This design comes from an exercise in tuning for small area, a short achievable clock period and few clock cycles per item on the open sky130 flow, not from production work. Function was checked by simulation only, so behaviour that the tests miss may differ from the original. No activity file was given, so power comes from the tool's default toggle rates.

Setup of wip/cedar:
// fft16_digit_reverse_buf
module fft16_digit_reverse_buf #(
    parameter int DATA_W = 32,
    parameter int N      = 16
) (
    input  logic                  clk,
    input  logic                  rst_n,
    input  logic                  in_valid,
    output logic                  in_ready,
    input  logic [DATA_W-1:0]     in_re,
    input  logic [DATA_W-1:0]     in_im,
    output logic                  out_valid,
    input  logic                  out_ready,
    output logic [DATA_W-1:0]     out_re,
    output logic [DATA_W-1:0]     out_im,
    output logic [3:0]            out_idx,
    output logic                  out_last
);
Size: about 690 flip-flops, about 0.027 sq mm of cells after synthesis.
clock: 4.0 ns
lec_check: 0
cap_margin: 20
core_margin: 2
core_utilization: 65
cts_cluster_diameter: 90
cts_cluster_size: 28
setup_slack_margin: 1.85
slew_margin: 20
standard.sh (not shown) runs the stock make flow with config.mk's settings and CLKGATE_MAP_FILE= SYNTH_SCRIPT=/design/flow/synth_recipe.tcl, a recipe that flattens the netlist after the stock synthesis.
==> flow/flow/run.sh <==
#!/bin/bash
# The standard layout (the standard.sh: ORFS synthesis to final layout), with one change:
# the input and output port buffers are plain sky130_fd_sc_hd__buf_2 cells instead of the
# delay cells buffer_ports picks by default. Every port still gets its own buffer.
# make's full output goes to standard.log in the work folder; ORFS's per-step logs stay under
# orfs/logs/.
set -euo pipefail
export BUFFER_PORTS_ARGS="-buffer_cell sky130_fd_sc_hd__buf_2"
bash standard.sh finish > standard.log 2>&1
Testbench counts of wip/cedar, summed over its fixed seeds: cycles 7,347, items 6,144.
diff inputs: wip/cedar => wip/tundra
Settings: swapping 1.85 for 1.8 in SETUP_SLACK_MARGIN; swapping 28 for 30 in CTS_CLUSTER_SIZE; swapping 90 for 100 in CTS_CLUSTER_DIAMETER.
[summary]
- On wip/tundra: mean number of vias per cell is about 0.46% lower than what wip/cedar gave.
- Worst hold margin, wip/cedar and wip/tundra: lower on wip/cedar
- wip/cedar → wip/tundra: met3 layer usage reported by global route decreased by 1.6 points relative to the old numbers; core utilization of the finished layout decreased 0.63 points; routed wire length -about 4.5%.
- Comparing wip/cedar and wip/tundra, the higher total stage count of the critical path is on wip/tundra.
- Combinational group share of total power ended up 0.5 points lower on wip/tundra than on wip/cedar.
- Cell area | wip/tundra vs wip/cedar | wip/tundra smaller
- Lower setup slack was reported by wip/cedar, not wip/tundra.
- Comparing wip/cedar and wip/tundra, the lower maximum fanout along the worst path is on wip/cedar.
- wip/cedar reports its worst setup path startpoint as nq_q$_DFFE_PN1N_ while wip/tundra reports out_valid_q$_DFFE_PN0N_.
- Via count: wip/tundra better than wip/cedar
Edits applied to the flow inputs when going from wip/tundra to wip/zinc:
Settings: SETUP_SLACK_MARGIN changed from 1.8 to 1.85; CORE_UTILIZATION changed from 65 to 60.
Findings:
Min total of plain and repair buffers excluding clock buffers across wip/tundra and wip/zinc: wip/tundra. The switching portion of total power reported for wip/zinc is greater than that of wip/tundra by 0.49 points. Of wip/tundra and wip/zinc, wip/tundra shows the higher global routing usage summed across all routing layers, with wip/zinc below it. On wip/zinc: area of the die is 0.0035 sq mm higher than what wip/tundra gave. In the metrics for wip/tundra and wip/zinc, the one carrying the lower final area is wip/tundra. Delta (wip/zinc minus wip/tundra): proportion of cell area occupied by multi-input gates closely matched the old numbers; total power grew by 1.6%; transition time at the pin with the least slew margin -0.048 ns; share of the clock period used by the worst path went up by 0.90 points.
Inputs modified between wip/zinc and wip/lagoon:
Settings: a change of SETUP_SLACK_MARGIN from 1.85 to 1.75; a change of CORE_UTILIZATION from 60 to 65.
Shortest period the worst path allows delta for wip/lagoon relative to wip/zinc: 0.039 ns higher
wip/lagoon ended with less combinational power than wip/zinc.
Compared with wip/zinc, wip/lagoon shows a higher met1 track demand over resource in global routing.
Diff wip/zinc -> wip/lagoon: ratio of final minimum period to clock period grew by 0.97 points, global-route usage saw an increase, initial core utilization higher.
What wip/juniper does differently from wip/lagoon at the input level:
Settings: SETUP_SLACK_MARGIN now 1.85, was 1.75.
Notes after the runs:
On maximum frequency, wip/lagoon loses to wip/juniper.
Changes observed in wip/juniper relative to wip/lagoon: sequential share of layout area shrank by 0.81 points, final routed wirelength across all metal layers grew by about 4.4%.
Max clock period minus worst slack across wip/lagoon and wip/juniper: wip/lagoon
Compared with wip/lagoon, wip/juniper improves register-to-register slack.
The setup slack of the critical path after layout of wip/juniper exceeds that of wip/lagoon by 0.063 ns.
Diff wip/lagoon and wip/juniper: count of buffers added by post-CTS timing repair for setup higher in wip/juniper
Final standard cell count with taps included and fillers excluded: wip/juniper vs wip/lagoon up 33
On sequential cell area in the final layout, wip/lagoon and wip/juniper are basically level.
The final reports for wip/juniper and wip/lagoon show power higher in the former.

========
Another version of the RTL of fft16_digit_reverse_buf (not shown whole).
For scale: roughly 1,700 cells after synthesis, ~720 flip-flops, about 140 I/O pins.
clock: 4.0 ns
lec_check: 0
cap_margin: 20
core_margin: 2
core_utilization: 65
cts_cluster_diameter: 100
cts_cluster_size: 30
setup_slack_margin: 1.9
slew_margin: 20
Scripts as last shown in full above: flow/flow/run.sh
The starting point completed without violations.
Testbench counts at the start, summed over its fixed seeds: cycles 7,347, items 6,144.
Edit:
--- a/flow/config.mk
+++ b/flow/config.mk
@@ -11,4 +11,4 @@
 export CTS_CLUSTER_DIAMETER = 100
 export CTS_CLUSTER_SIZE = 30
-export SETUP_SLACK_MARGIN = 1.9
+export SETUP_SLACK_MARGIN = 1.8
 export SLEW_MARGIN = 20
=> Hold slack is worse by 0.082 ns. Die area does not change. Worst setup slack is better by 0.0041 ns.

========
v49:
Another version of the RTL of fft16_digit_reverse_buf (not shown whole).
For scale: roughly 140 I/O pins, roughly 27000 sq um of cells after synthesis.
clock: 4.0 ns
lec_check: 0
cap_margin: 20
core_margin: 2
core_utilization: 65
cts_cluster_diameter: 100
cts_cluster_size: 30
setup_slack_margin: 1.6
slew_margin: 20
run.sh (not shown) runs the stock make flow with config.mk's settings and CLKGATE_MAP_FILE= SYNTH_SCRIPT=/design/flow/synth_recipe.tcl, a recipe that flattens the netlist after the stock synthesis.
Stock flow here: none of the scripts above is used.
Testbench counts of v49, summed over its fixed seeds: cycles 7,347, items 6,144.
Here is what was changed in the inputs of v40 compared with v49.
Settings: changing SETUP_SLACK_MARGIN from 1.6 to 1.8.
Results
Re number of sequential cells: no difference whatsoever between v49 and v40. The number of gates on the worst path with buffers counted in v40 was higher than what v49 gave. Going from v49 to v40, wire length of the first global-routing pass grew slightly. Sort v49 and v40 by final critical path time including I/O delays and setup asc -> top: v40. Of v49 and v40, v40 shows the higher largest fanout on the critical path, with v49 below it. In v40, detailed-routing wirelength on met1 is higher than in v49.
For v54, these inputs were changed with respect to v40:
==> flow/flow/run.sh (new file) <==
#!/bin/bash
# The standard layout (the standard.sh: ORFS synthesis to final layout), with one change:
# the input and output port buffers are plain sky130_fd_sc_hd__buf_1 cells instead of the
# delay cells buffer_ports picks by default. Every port still gets its own buffer.
# make's full output goes to standard.log in the work folder; ORFS's per-step logs stay under
# orfs/logs/.
set -euo pipefail
export BUFFER_PORTS_ARGS="-buffer_cell sky130_fd_sc_hd__buf_1"
bash standard.sh finish > standard.log 2>&1
==> flow/standard.sh (new file) <==
#!/bin/bash
# synth_recipe.tcl (not shown) runs the flow's synth.tcl, then flattens the netlist and writes it again
# the make line also repeats each setting of config.mk as NAME=value (left out here)
make -C /OpenROAD-flow-scripts/flow DESIGN_CONFIG=/design/flow/config.mk WORK_HOME=/design/flow/orfs CLKGATE_MAP_FILE= SYNTH_SCRIPT=/design/flow/synth_recipe.tcl "${@:-finish}"
removed: flow/run.sh
==> comparison <==
The final reports for v54 and v40 show non-clock buffer count in the final layout lower in the former.
Looking at v54 and v40, the layout net count is a wash.
Looking at v54 and v40, the number of gates on the worst path with buffers counted is a wash.
Relative to v40, area growth from synthesis to final layout has decreased by 3.1 points in v54.
v54 vs v40, capture point of the critical path: wsel_q[8]$_SDFF_PP0_ vs rsel_q[0]$_DFF_P_
Between v40 and v54, via count increased.
Non-filler instance count after layout (higher): v54
For number of hold-slack violations in the final timing report, v54 and v40 come out practically identical.
Modified inputs, v30 compared to v54
Settings: SETUP_SLACK_MARGIN now 1.85, was 1.8.
==> flow/flow/run.sh <==
#!/bin/bash
# The standard layout (the standard.sh: ORFS synthesis to final layout), with one change:
# the input and output port buffers are plain sky130_fd_sc_hd__buf_2 cells instead of the
# delay cells buffer_ports picks by default. Every port still gets its own buffer.
# make's full output goes to standard.log in the work folder; ORFS's per-step logs stay under
# orfs/logs/.
set -euo pipefail
export BUFFER_PORTS_ARGS="-buffer_cell sky130_fd_sc_hd__buf_2"
bash standard.sh finish > standard.log 2>&1
--- outcome ---
- Comparing the two runs side by side, v30 comes out ahead of v54 on global-route wire length before repair.
- v54 → v30: routed metal-1 wirelength went up by 0.36%, final cell count about even, part of the power in the clock network lower, largest fanout on the critical path climbed 6.
- NOTE: utilization in v30 exceeds that of v54

========
fft16_digit_reverse_buf again, from the RTL that the note above started with.
export LEC_CHECK = 0
export CAP_MARGIN = 20
export CORE_MARGIN = 2
export CORE_UTILIZATION = 70
export CTS_CLUSTER_DIAMETER = 100
export CTS_CLUSTER_SIZE = 30
export SETUP_SLACK_MARGIN = 1.8
export SLEW_MARGIN = 20
create_clock -name core_clock -period 4.0 [get_ports {clk}]
standard.sh (not shown) runs the stock make flow with config.mk's settings and CLKGATE_MAP_FILE= SYNTH_SCRIPT=/design/flow/synth_recipe.tcl, a recipe that flattens the netlist after the stock synthesis.
==> flow/flow/run.sh <==
#!/bin/bash
# The standard layout (the standard.sh: ORFS synthesis to final layout), with one change:
# the input and output port buffers are plain sky130_fd_sc_hd__buf_2 cells instead of the
# delay cells buffer_ports picks by default. Every port still gets its own buffer.
# make's full output goes to standard.log in the work folder; ORFS's per-step logs stay under
# orfs/logs/.
set -euo pipefail
export BUFFER_PORTS_ARGS="-buffer_cell sky130_fd_sc_hd__buf_2"
bash standard.sh finish > standard.log 2>&1
Testbench counts at the start, summed over its fixed seeds: cycles 7,347, items 6,144.
Edit:
--- a/flow/config.mk
+++ b/flow/config.mk
@@ -10 +10 @@
-export CORE_UTILIZATION = 70
+export CORE_UTILIZATION = 65
What happened:
- routed wire length came out higher by 2.9%
- worst setup slack improved by 0.045 ns
- via count came out lower by 1.0%
- final cell count came out higher by 1.1%
- die area came out higher by 7.5%
- area after synthesis is unchanged
- total power came out higher by 0.53%

what the ideal ports hide:
No port has a modelled driver above. Below, the same layouts with a new extraction and two added sets of constraints. Step 1 (the two cells are an assumption about what drives the block):
set clk [get_ports {clk}]
set_driving_cell -lib_cell sky130_fd_sc_hd__clkbuf_16 $clk
set_driving_cell -lib_cell sky130_fd_sc_hd__buf_2 [delete_from_list [all_inputs] $clk]
Step 2 moves the port delays by t, midway between the first and last clock arrival at a register: inputs arrive t later, outputs are due t later. That takes back most of the time a late clock gives input paths. a / b / c = no drivers / after step 1 / after step 2; a / b = the first two.
run | t (ns) | setup WS [ns] | worst setup path at the end | clock arrival spread, ns
wip/cedar | 0.655 | 1.791 / 1.731 / 1.372 | input to register | 0.021 / 0.021
wip/tundra | 0.643 | 1.802 / 1.771 / 1.316 | input to register | 0.039 / 0.039
wip/zinc | 0.649 | 1.766 / 1.744 / 1.400 | input to register | 0.020 / 0.021
wip/lagoon | 0.658 | 1.727 / 1.727 / 1.216 | input to register | 0.039 / 0.038
wip/juniper | 0.655 | 1.791 / 1.731 / 1.414 | input to register | 0.021 / 0.021
the first run of note 2 | 0.658 | 1.804 / 1.768 / 1.227 | input to register | 0.054 / 0.054
the second run of note 2 | 0.658 | 1.808 / 1.747 / 1.295 | input to register | 0.038 / 0.038
v49 | 0.650 | 1.636 / 1.580 / 1.154 | input to register | 0.016 / 0.016
v40 | 0.655 | 1.790 / 1.765 / 1.376 | input to register | 0.028 / 0.028
v54 | 0.647 | 1.779 / 1.774 / 1.229 | input to register | 0.019 / 0.019
v30 | 0.647 | 1.834 / 1.806 / 1.252 | input to register | 0.031 / 0.031
the first run of note 4 | 0.645 | 1.770 / 1.770 / 1.194 | input to register | 0.043 / 0.042
the second run of note 4 | 0.644 | 1.815 / 1.800 / 1.289 | input to register | 0.023 / 0.024
After both steps setup and hold are still met in every run listed. For v30, which loses most, drivers alone change the setup slack by -0.028 ns; drivers and shift together by -0.582 ns.
